What follows belongs to an exercise in optimizing a design on an open flow for a short achievable clock period and few clock cycles; a production flow would make more cautious choices. RTL that was checked went through simulation tests only; none was proved equivalent to the original. The flow treats the clock pin as an ideal source, which a real chip does not have. Power and IR drop assume default switching activity.

==> module stream_buffer, before the edit <==
module stream_buffer #(
	parameter int width = 32
) (
	input logic clk_axi,
	input logic rst_axi_n,
	input logic [width-1:0] wr_data,
	input logic wr_next,
	input logic wr_en,
	input logic rd_allow,
	output logic rd_take,
	output logic [width-1:0] rd_data,
	output logic rd_valid,
	input logic rd_ready
);
	localparam int depth = vfifo_cfg_pkg::buf_depth;
	localparam int side = 3;
	logic [width-1:0] mem [depth];
	logic [depth-1:0] wr_sel;
	logic [depth-1:0] wr_slot;
	logic [depth-1:0] rd_sel;
	logic [depth-1:0] fill;
	logic [width-1:0] mem_word_lo;
	logic [width-1:0] mem_word_hi;
	logic [width-1:0] stage_lo;
	logic [width-1:0] stage_hi;
	logic [width-1:0] stage;
	logic stage_valid;
	logic room;
	logic [width-1:0] sq [side];
	logic [side-1:0] sq_wr;
	logic [side-1:0] sq_rd;
	logic [side-1:0] sq_used;
	logic [width-1:0] sq_word;
	logic [width-1:0] head;
	logic head_valid;
	logic head_free;
	logic sq_out;
	assign head_free = !head_valid || rd_ready;
	assign sq_out = sq_used[0] && head_free;
	assign rd_data = head;
	assign room = !sq_used[2] && !(sq_used[1] && stage_valid);
	assign rd_take = rd_allow && fill[0] && room;
	always_comb begin
		sq_word = '0;
		for (int i = 0; i < side; i++) begin
			sq_word = sq_word | ({width{sq_rd[i]}} & sq[i]);
		end
	end
	always_comb begin
		mem_word_lo = '0;
		mem_word_hi = '0;
		for (int i = 0; i < depth / 2; i++) begin
			mem_word_lo = mem_word_lo | ({width{rd_sel[i]}} & mem[i]);
			mem_word_hi = mem_word_hi | ({width{rd_sel[depth/2+i]}} & mem[depth/2+i]);
		end
	end
	assign stage = stage_lo | stage_hi;
	always_ff @(posedge clk_axi) begin
		for (int i = 0; i < depth; i++) begin
			if (wr_slot[i]) begin
				mem[i] <= wr_data;
			end
		end
		stage_lo <= mem_word_lo;
		stage_hi <= mem_word_hi;
		for (int i = 0; i < side; i++) begin
			if (stage_valid && sq_wr[i]) begin
				sq[i] <= stage;
			end
		end
		head <= ({width{!head_free}} & head) | ({width{head_free}} & sq_word);
	end
	always_ff @(posedge clk_axi) begin
		if (!rst_axi_n) begin
			wr_sel <= depth'(1);
			wr_slot <= '0;
			rd_sel <= depth'(1);
			fill <= '0;
			stage_valid <= 1'b0;
			sq_wr <= side'(1);
			sq_rd <= side'(1);
			sq_used <= '0;
			head_valid <= 1'b0;
			rd_valid <= 1'b0;
		end else begin
			if (wr_en) begin
				wr_sel <= {wr_sel[depth-2:0], wr_sel[depth-1]};
				wr_slot <= {depth{wr_next}} & {wr_sel[depth-2:0], wr_sel[depth-1]};
			end else begin
				wr_slot <= {depth{wr_next}} & wr_sel;
			end
			if (rd_take) begin
				rd_sel <= {rd_sel[depth-2:0], rd_sel[depth-1]};
			end
			if (wr_en && !rd_take) begin
				fill <= {fill[depth-2:0], 1'b1};
			end else if (rd_take && !wr_en) begin
				fill <= {1'b0, fill[depth-1:1]};
			end
			stage_valid <= rd_take;
			if (stage_valid) begin
				sq_wr <= {sq_wr[side-2:0], sq_wr[side-1]};
			end
			if (sq_out) begin
				sq_rd <= {sq_rd[side-2:0], sq_rd[side-1]};
			end
			if (stage_valid && !sq_out) begin
				sq_used <= {sq_used[side-2:0], 1'b1};
			end else if (sq_out && !stage_valid) begin
				sq_used <= {1'b0, sq_used[side-1:1]};
			end
			head_valid <= sq_used[0] || (head_valid && !rd_ready);
			rd_valid <= sq_used[0] || (rd_valid && !rd_ready);
		end
	end
endmodule
clock: 5.0 ns
lec_check: 0
abc_clock_period_in_ps: 2000
cap_margin: 20
core_margin: 2
core_utilization: 65
cts_cluster_diameter: 60
cts_cluster_size: 30
place_density: 0.75
setup_slack_margin: 3.0
slew_margin: 20
standard.sh (not shown) runs the stock make flow with config.mk's settings and CLKGATE_MAP_FILE= SYNTH_SCRIPT=/design/flow/synth_recipe.tcl, a recipe that flattens the netlist after the stock synthesis.
==> flow/flow/run.sh <==
#!/bin/bash
# Own layout flow: the standard flow (standard.sh) with three changes.
#  1. Port buffers are sky130_fd_sc_hd__buf_4 (BUFFER_PORTS_ARGS) instead of the resizer's
#     default pick, a delay cell.
#  2. After placement, each output port's buffer is moved next to the register that drives
#     it (flow/move_out_buf.tcl) and the placement is legalized again.
#  3. After CTS, the clock root buffer is split into 4 buffers that the clock port drives
#     directly (flow/split_root.tcl), one per quarter of the old root's sinks; the rest of
#     the tree is kept. Then the standard flow continues from global routing.
# Each tool's full output goes to a log file of its own in this folder.
set -euo pipefail
export BUFFER_PORTS_ARGS="-buffer_cell sky130_fd_sc_hd__buf_4"
R=orfs/results/${FLOW_PLATFORM}/vfifo_top/base
PD="$FLOW_HOME/platforms/$FLOW_PLATFORM"

bash standard.sh place > std_to_place.log 2>&1

cp "$R/3_place.odb" "$R/3_place_std.odb"
PLATFORM_DIR="$PD" ODB_IN="$R/3_place_std.odb" SDC_IN="$R/3_place.sdc" ODB_OUT="$R/3_place.odb" \
	openroad -no_init -exit flow/move_out_buf.tcl > move_out_buf.log 2>&1

bash standard.sh cts > std_cts.log 2>&1

cp "$R/4_cts.odb" "$R/4_cts_std.odb"
PLATFORM_DIR="$PD" ODB_IN="$R/4_cts_std.odb" SDC_IN="$R/4_cts.sdc" ODB_OUT="$R/4_cts.odb" NROOT=4 \
	openroad -no_init -exit flow/split_root.tcl > split_root.log 2>&1

bash standard.sh finish > std_finish.log 2>&1
test -s out/final.def
Other scripts of this flow, unchanged in this note and not shown: flow/flow/move_out_buf.tcl, flow/flow/split_root.tcl
Edit:
--- a/flow/design.v
+++ b/flow/design.v
@@ -39,14 +39,11 @@
 	logic [width-1:0] mem [depth];
 	logic [depth-1:0] wr_sel;
 	logic [depth-1:0] wr_slot;
 	logic [depth-1:0] rd_sel;
 	logic [depth-1:0] fill;
-	logic [width-1:0] mem_word_lo;
-	logic [width-1:0] mem_word_hi;
-	logic [width-1:0] stage_lo;
-	logic [width-1:0] stage_hi;
+	logic [width-1:0] mem_word;
 	logic [width-1:0] stage;
 	logic stage_valid;
 	logic room;
 	logic [width-1:0] sq [side];
 	logic [side-1:0] sq_wr;
@@ -67,26 +64,24 @@
 		for (int i = 0; i < side; i++) begin
 			sq_word = sq_word | ({width{sq_rd[i]}} & sq[i]);
 		end
 	end
 	always_comb begin
-		mem_word_lo = '0;
-		mem_word_hi = '0;
-		for (int i = 0; i < depth / 2; i++) begin
-			mem_word_lo = mem_word_lo | ({width{rd_sel[i]}} & mem[i]);
-			mem_word_hi = mem_word_hi | ({width{rd_sel[depth/2+i]}} & mem[depth/2+i]);
+		mem_word = '0;
+		for (int i = 0; i < depth; i++) begin
+			mem_word = mem_word | ({width{rd_sel[i]}} & mem[i]);
 		end
 	end
-	assign stage = stage_lo | stage_hi;
 	always_ff @(posedge clk_axi) begin
 		for (int i = 0; i < depth; i++) begin
 			if (wr_slot[i]) begin
 				mem[i] <= wr_data;
 			end
 		end
-		stage_lo <= mem_word_lo;
-		stage_hi <= mem_word_hi;
+		if (rd_take) begin
+			stage <= mem_word;
+		end
 		for (int i = 0; i < side; i++) begin
 			if (stage_valid && sq_wr[i]) begin
 				sq[i] <= stage;
 			end
 		end
=> The changed run completed without violations; utilization increases by 0.88 points; clock power barely changes; sequential share of layout area decreases by 0.46 points; final area hardly moves; global-route usage increases by 4.4 points; worst hold slack gets worse by 0.0047 ns; fmax decreases by about 2.6%; synthesized area decreases by 1.0%; flip-flop and latch count decreases by 65; via count increases by 4.8%; cell count increases by about 1%.
No functional check of the RTL was part of any run of this note.

== before ==
Another version of the RTL of vfifo_top (not shown whole).
For scale: about 6200 cells after synthesis, about 2800 flip-flops, about 99000 sq um of cells after synthesis.
==> module stream_buffer, before the edit <==
module stream_buffer #(
	parameter int width = 32
) (
	input logic clk_axi,
	input logic rst_axi_n,
	input logic [width-1:0] wr_data,
	input logic wr_en,
	input logic rd_allow,
	output logic rd_take,
	output logic [width-1:0] rd_data,
	output logic rd_valid,
	input logic rd_ready
);
	localparam int depth = vfifo_cfg_pkg::buf_depth;
	localparam int queue = 3;
	logic [width-1:0] mem [depth];
	logic [depth-1:0] wr_sel;
	logic [depth-1:0] rd_sel;
	logic [depth-1:0] fill;
	logic [width-1:0] mem_word;
	logic [width-1:0] stage;
	logic stage_valid;
	logic [width-1:0] q [queue];
	logic [1:0] q_count;
	logic pop;
	logic head_hold;
	logic head_next;
	logic head_stage;
	assign pop = rd_valid && rd_ready;
	assign head_hold = !pop && q_count != 2'd0;
	assign head_next = pop && q_count >= 2'd2;
	assign head_stage = !head_hold && !head_next;
	assign rd_data = q[0];
	assign rd_take = rd_allow && fill[0] &&
		(q_count == 2'd0 || q_count == 2'd1 || (q_count == 2'd2 && !stage_valid));
	always_comb begin
		mem_word = '0;
		for (int i = 0; i < depth; i++) begin
			mem_word = mem_word | ({width{rd_sel[i]}} & mem[i]);
		end
	end
	always_ff @(posedge clk_axi) begin
		for (int i = 0; i < depth; i++) begin
			if (wr_en && wr_sel[i]) begin
				mem[i] <= wr_data;
			end
		end
		if (rd_take) begin
			stage <= mem_word;
		end
		for (int i = 1; i < queue; i++) begin
			if (pop) begin
				q[i] <= (i + 1 < queue && i + 1 < int'(q_count)) ? q[(i + 1) % queue] : stage;
			end else begin
				q[i] <= (i < int'(q_count)) ? q[i] : stage;
			end
		end
		q[0] <= ({width{head_hold}} & q[0]) | ({width{head_next}} & q[1]) |
			({width{head_stage}} & stage);
	end
	always_ff @(posedge clk_axi) begin
		if (!rst_axi_n) begin
			wr_sel <= depth'(1);
			rd_sel <= depth'(1);
			fill <= '0;
			stage_valid <= 1'b0;
			q_count <= '0;
			rd_valid <= 1'b0;
		end else begin
			if (wr_en) begin
				wr_sel <= {wr_sel[depth-2:0], wr_sel[depth-1]};
			end
			if (rd_take) begin
				rd_sel <= {rd_sel[depth-2:0], rd_sel[depth-1]};
			end
			if (wr_en && !rd_take) begin
				fill <= {fill[depth-2:0], 1'b1};
			end else if (rd_take && !wr_en) begin
				fill <= {1'b0, fill[depth-1:1]};
			end
			stage_valid <= rd_take;
			q_count <= q_count - 2'(pop) + 2'(stage_valid);
			rd_valid <= q_count >= 2'd2 || stage_valid || (q_count == 2'd1 && !pop);
		end
	end
endmodule
Settings: LEC_CHECK=0, ABC_CLOCK_PERIOD_IN_PS=2000, CAP_MARGIN=20, CORE_MARGIN=2, CORE_UTILIZATION=65, PLACE_DENSITY=0.75, SETUP_SLACK_MARGIN=3.0, SLEW_MARGIN=20; clock period 5.0 ns.
run.sh (not shown) runs the stock make flow with config.mk's settings and CLKGATE_MAP_FILE= SYNTH_SCRIPT=/design/flow/synth_recipe.tcl, a recipe that flattens the netlist after the stock synthesis.
Stock flow here: none of the scripts above is used.
Testbench counts of before, summed over its fixed seeds: cycles 17,205.
> inputs changed (before -> after)
--- a/flow/design.v
+++ b/flow/design.v
@@ -46,11 +46,5 @@
 	logic [1:0] q_count;
 	logic pop;
-	logic head_hold;
-	logic head_next;
-	logic head_stage;
 	assign pop = rd_valid && rd_ready;
-	assign head_hold = !pop && q_count != 2'd0;
-	assign head_next = pop && q_count >= 2'd2;
-	assign head_stage = !head_hold && !head_next;
 	assign rd_data = q[0];
 	assign rd_take = rd_allow && fill[0] &&
@@ -71,5 +65,5 @@
 			stage <= mem_word;
 		end
-		for (int i = 1; i < queue; i++) begin
+		for (int i = 0; i < queue; i++) begin
 			if (pop) begin
 				q[i] <= (i + 1 < queue && i + 1 < int'(q_count)) ? q[(i + 1) % queue] : stage;
@@ -78,6 +72,4 @@
 			end
 		end
-		q[0] <= ({width{head_hold}} & q[0]) | ({width{head_next}} & q[1]) |
-			({width{head_stage}} & stage);
 	end
 	always_ff @(posedge clk_axi) begin
[summary]
- NOTE placer congestion estimate before->after increased slightly
- ~same maximum count of clock buffers along a single path in before and after
- Post-synth design cell area ends up lower on after.
- From before to after the numbers moved as follows: count of inverters other than clock inverters in the layout lost 3; sequential portion of the cell area picked up an extra 1.6 points; portion of the layout cell area used by clock cells picked up an extra 0.25 points; number of multi-input logic gates lost 2.2%.
- When after is measured against before, its fraction of final layout cells sized beyond drive strength 1 turns out 3.6 points lower.
- before fits on a die that is larger than the die of after.
- Compared with before, after shows register-to-register slack lower by 0.10 ns.
- after against before: vias per cell lost 1.4%; achievable frequency dropped about 10%; filler-free cell count of the finished design went down by about 2.2%; part of the cycle the worst path needs moved up.
- before vs after, classification of the worst-slack hold path: input port to flop vs flop to flop
Function not checked in after: the RTL went through the layout flow alone.

Setup of garnet:
Another version of the RTL of vfifo_top (not shown whole).
Size in the first run: roughly 6500 cells after synthesis, roughly 2900 flip-flops, roughly 200 I/O pins, about 100000 µm² of cells after synthesis.
==> flow/design.v (excerpt) <==
module vfifo_top (
	input logic clk_axi,
	input logic rst_axi_n,
	input vfifo_cfg_pkg::word_t in_data,
	input logic in_valid,
	output logic in_ready,
	output vfifo_cfg_pkg::word_t out_data,
	output logic out_valid,
	input logic out_ready,
	output logic [vfifo_cfg_pkg::occ_width-1:0] occupancy,
	output logic [vfifo_cfg_pkg::addr_width-1:0] awaddr,
	output logic [7:0] awlen,
	output logic awvalid,
	input logic awready,
	output vfifo_cfg_pkg::word_t wdata,
	output logic wlast,
	output logic wvalid,
	input logic wready,
	input logic [1:0] bresp,
	input logic bvalid,
	output logic bready,
	output logic [vfifo_cfg_pkg::addr_width-1:0] araddr,
	output logic [7:0] arlen,
	output logic arvalid,
	input logic arready,
	input vfifo_cfg_pkg::word_t rdata,
	input logic [1:0] rresp,
	input logic rlast,
	input logic rvalid,
	output logic rready
);
	localparam int word_width = vfifo_cfg_pkg::word_width;
	localparam int burst_beats = vfifo_cfg_pkg::burst_beats;
	localparam int beat_width = vfifo_cfg_pkg::beat_width;
	localparam int buf_depth = vfifo_cfg_pkg::buf_depth;
	localparam int level_width = vfifo_cfg_pkg::level_width;
	localparam int slot_width = vfifo_cfg_pkg::slot_width;
	typedef vfifo_cfg_pkg::word_t word_t;
	word_t in_word;
	logic in_taken;
	logic [beat_width-1:0] in_beat;
	logic in_last;
	logic commit;
	logic [buf_depth-1:0] in_count;
	logic push;
	logic in_open;
	logic w_fired;
	logic ingress_allow;
	logic ingress_take;
	word_t egress_data;
	logic egress_valid;
	logic egress_take;
	logic out_popped;
	logic slot_written;
	logic slot_freed;
	logic [slot_width:0] occ_bursts;
	assign push = in_valid && in_open;
  ...
export LEC_CHECK = 0
export ABC_CLOCK_PERIOD_IN_PS = 2000
export CAP_MARGIN = 20
export CORE_MARGIN = 2
export CORE_UTILIZATION = 65
export CTS_CLUSTER_DIAMETER = 60
export CTS_CLUSTER_SIZE = 30
export PLACE_DENSITY = 0.75
export SETUP_SLACK_MARGIN = 3.0
export SLEW_MARGIN = 20
create_clock -name core_clock -period 5.0 [get_ports {clk_axi}]
standard.sh (not shown) runs the stock make flow with config.mk's settings and CLKGATE_MAP_FILE= SYNTH_SCRIPT=/design/flow/synth_recipe.tcl, a recipe that flattens the netlist after the stock synthesis.
Scripts as last shown in full above: flow/flow/run.sh
Other scripts of this flow, unchanged in this note and not shown: flow/flow/move_out_buf.tcl, flow/flow/split_root.tcl
Input changes introduced in lagoon (baseline for comparison: garnet):
-- flow/design.v --
<<< garnet, line 41
	logic [depth-1:0] wr_slot;
	logic [depth-1:0] rd_sel;
	logic [depth-1:0] rd_sel_hi;
	logic [depth-1:0] fill;
	logic [width-1:0] mem_word;
	logic [width-1:0] stage;
	logic stage_valid;
>>> lagoon, line 41
	logic [depth-1:0] wr_slot;
	logic [depth-1:0] rd_sel;
	logic [depth-1:0] fill;
	logic [width-1:0] mem_word_lo;
	logic [width-1:0] mem_word_hi;
	logic [width-1:0] stage_lo;
	logic [width-1:0] stage_hi;
	logic [width-1:0] stage;
	logic stage_valid;
<<< garnet, line 61
	assign head_stage = !head_hold && !head_next;
	always_comb begin
		mem_word = '0;
		for (int i = 0; i < depth; i++) begin
			mem_word[width/2-1:0] = mem_word[width/2-1:0] | ({(width/2){rd_sel[i]}} & mem[i][width/2-1:0]);
			mem_word[width-1:width/2] = mem_word[width-1:width/2] |
				({(width-width/2){rd_sel_hi[i]}} & mem[i][width-1:width/2]);
		end
	end
	always_ff @(posedge clk_axi) begin
		for (int i = 0; i < depth; i++) begin
>>> lagoon, line 63
	assign head_stage = !head_hold && !head_next;
	always_comb begin
		mem_word_lo = '0;
		mem_word_hi = '0;
		for (int i = 0; i < depth / 2; i++) begin
			mem_word_lo = mem_word_lo | ({width{rd_sel[i]}} & mem[i]);
			mem_word_hi = mem_word_hi | ({width{rd_sel[depth/2+i]}} & mem[depth/2+i]);
		end
	end
	assign stage = stage_lo | stage_hi;
	always_ff @(posedge clk_axi) begin
		for (int i = 0; i < depth; i++) begin
<<< garnet, line 74
			end
		end
		stage <= mem_word;
		for (int i = 1; i < queue; i++) begin
			if (pop) begin
>>> lagoon, line 77
			end
		end
		wr_slot <= {depth{wr_next}} & (wr_en ? {wr_sel[depth-2:0], wr_sel[depth-1]} : wr_sel);
		stage_lo <= mem_word_lo;
		stage_hi <= mem_word_hi;
		for (int i = 1; i < queue; i++) begin
			if (pop) begin
<<< garnet, line 88
		if (!rst_axi_n) begin
			wr_sel <= depth'(1);
			wr_slot <= '0;
			rd_sel <= depth'(1);
			rd_sel_hi <= depth'(1);
			fill <= '0;
			stage_valid <= 1'b0;
>>> lagoon, line 93
		if (!rst_axi_n) begin
			wr_sel <= depth'(1);
			rd_sel <= depth'(1);
			fill <= '0;
			stage_valid <= 1'b0;
<<< garnet, line 98
			if (wr_en) begin
				wr_sel <= {wr_sel[depth-2:0], wr_sel[depth-1]};
				wr_slot <= {depth{wr_next}} & {wr_sel[depth-2:0], wr_sel[depth-1]};
			end else begin
				wr_slot <= {depth{wr_next}} & wr_sel;
			end
			if (rd_take) begin
				rd_sel <= {rd_sel[depth-2:0], rd_sel[depth-1]};
				rd_sel_hi <= {rd_sel_hi[depth-2:0], rd_sel_hi[depth-1]};
			end
			if (wr_en && !rd_take) begin
>>> lagoon, line 101
			if (wr_en) begin
				wr_sel <= {wr_sel[depth-2:0], wr_sel[depth-1]};
			end
			if (rd_take) begin
				rd_sel <= {rd_sel[depth-2:0], rd_sel[depth-1]};
			end
			if (wr_en && !rd_take) begin
<<< garnet, line 148
	assign awaddr = addr_width'({slot, 6'b0});
	assign awlen = 8'(burst_beats - 1);
	assign raise = (pending != '0 || commit) && !used[ring_slots-1] && !aw_busy;
	assign src_allow = credit[0];
	always_ff @(posedge clk_axi) begin
>>> lagoon, line 147
	assign awaddr = addr_width'({slot, 6'b0});
	assign awlen = 8'(burst_beats - 1);
	assign raise = (pending != '0 || commit) && !used[ring_slots-1] &&
		(!aw_busy || awready);
	assign src_allow = credit[0];
	always_ff @(posedge clk_axi) begin
<<< garnet, line 221
	assign arlen = 8'(burst_beats - 1);
	assign slot_freed = dst_valid && beat_last;
	assign raise = (pending[0] || slot_written) && credit[burst_beats-1] && !ar_busy;
	always_ff @(posedge clk_axi) begin
		dst_data <= rdata;
>>> lagoon, line 221
	assign arlen = 8'(burst_beats - 1);
	assign slot_freed = dst_valid && beat_last;
	assign raise = (pending[0] || bvalid) && credit[burst_beats-1] &&
		(!ar_busy || arready);
	always_ff @(posedge clk_axi) begin
		dst_data <= rdata;
<<< garnet, line 248
				slot <= slot + 1'b1;
			end
			if (slot_written && !raise) begin
				pending <= {pending[ring_slots-2:0], 1'b1};
			end else if (raise && !slot_written) begin
				pending <= {1'b0, pending[ring_slots-1:1]};
			end
>>> lagoon, line 249
				slot <= slot + 1'b1;
			end
			if (bvalid && !raise) begin
				pending <= {pending[ring_slots-2:0], 1'b1};
			end else if (raise && !bvalid) begin
				pending <= {1'b0, pending[ring_slots-1:1]};
			end
## What came out
- For the final total power, lagoon came in 630 µW lower than garnet did.
- Between lagoon and garnet, ratio of routed vias to standard cells is higher for garnet, lagoon comes in under that.
- Per-instance average area after synthesis grows by a few percent when moving from garnet to lagoon.
- Looking at lagoon and garnet, the utilization is a wash.
- On lagoon: power drawn by the clock network is about 5% lower than what garnet gave.
- For sequential power, garnet and lagoon come out practically identical.
- Switching power total was lower in lagoon than in garnet.
- Of lagoon and garnet, the run reporting the higher multi-input gate area in the final layout was garnet.
No functional check of the RTL was part of any run of this note.

-- port drivers added, routing unchanged --
The flow's constraints put no driver on any port. The routed layouts listed below were extracted and timed again, unchanged, in two steps. Step 1 (the two cells are an assumption about what drives the block):
set clk [get_ports {clk_axi}]
set_driving_cell -lib_cell sky130_fd_sc_hd__clkbuf_16 $clk
set_driving_cell -lib_cell sky130_fd_sc_hd__buf_2 [delete_from_list [all_inputs] $clk]
Step 2 times the ports against the registers' clock, not the clock port: input delays grow and output delays shrink by t, the midpoint of the rising clock arrivals with the driver on. Three values: no drivers, after step 1, after step 2; two values: the first two.
run	t, ns	setup WS [ns]	hold slack, ns	cell pins on the clock port's net
the first run of note 1	0.756	2.746 / 2.576 / 2.397	0.464 / 0.345 / 0.464	4
the second run of note 1	0.758	2.686 / 2.512 / 2.443	0.460 / 0.347 / 0.460	4
before	0.990	2.566 / 2.477 / 1.834	0.446 / 0.381 / 0.459	1
after	0.978	2.294 / 2.211 / 2.089	0.457 / 0.418 / 0.457	1
garnet	0.754	2.887 / 2.714 / 2.305	0.443 / 0.357 / 0.443	4
lagoon	0.762	2.903 / 2.720 / 2.425	0.472 / 0.335 / 0.472	4
After both steps setup and hold are still met in every run listed. For before, which loses most, drivers alone change the setup slack by -0.089 ns; drivers and shift together by -0.732 ns.
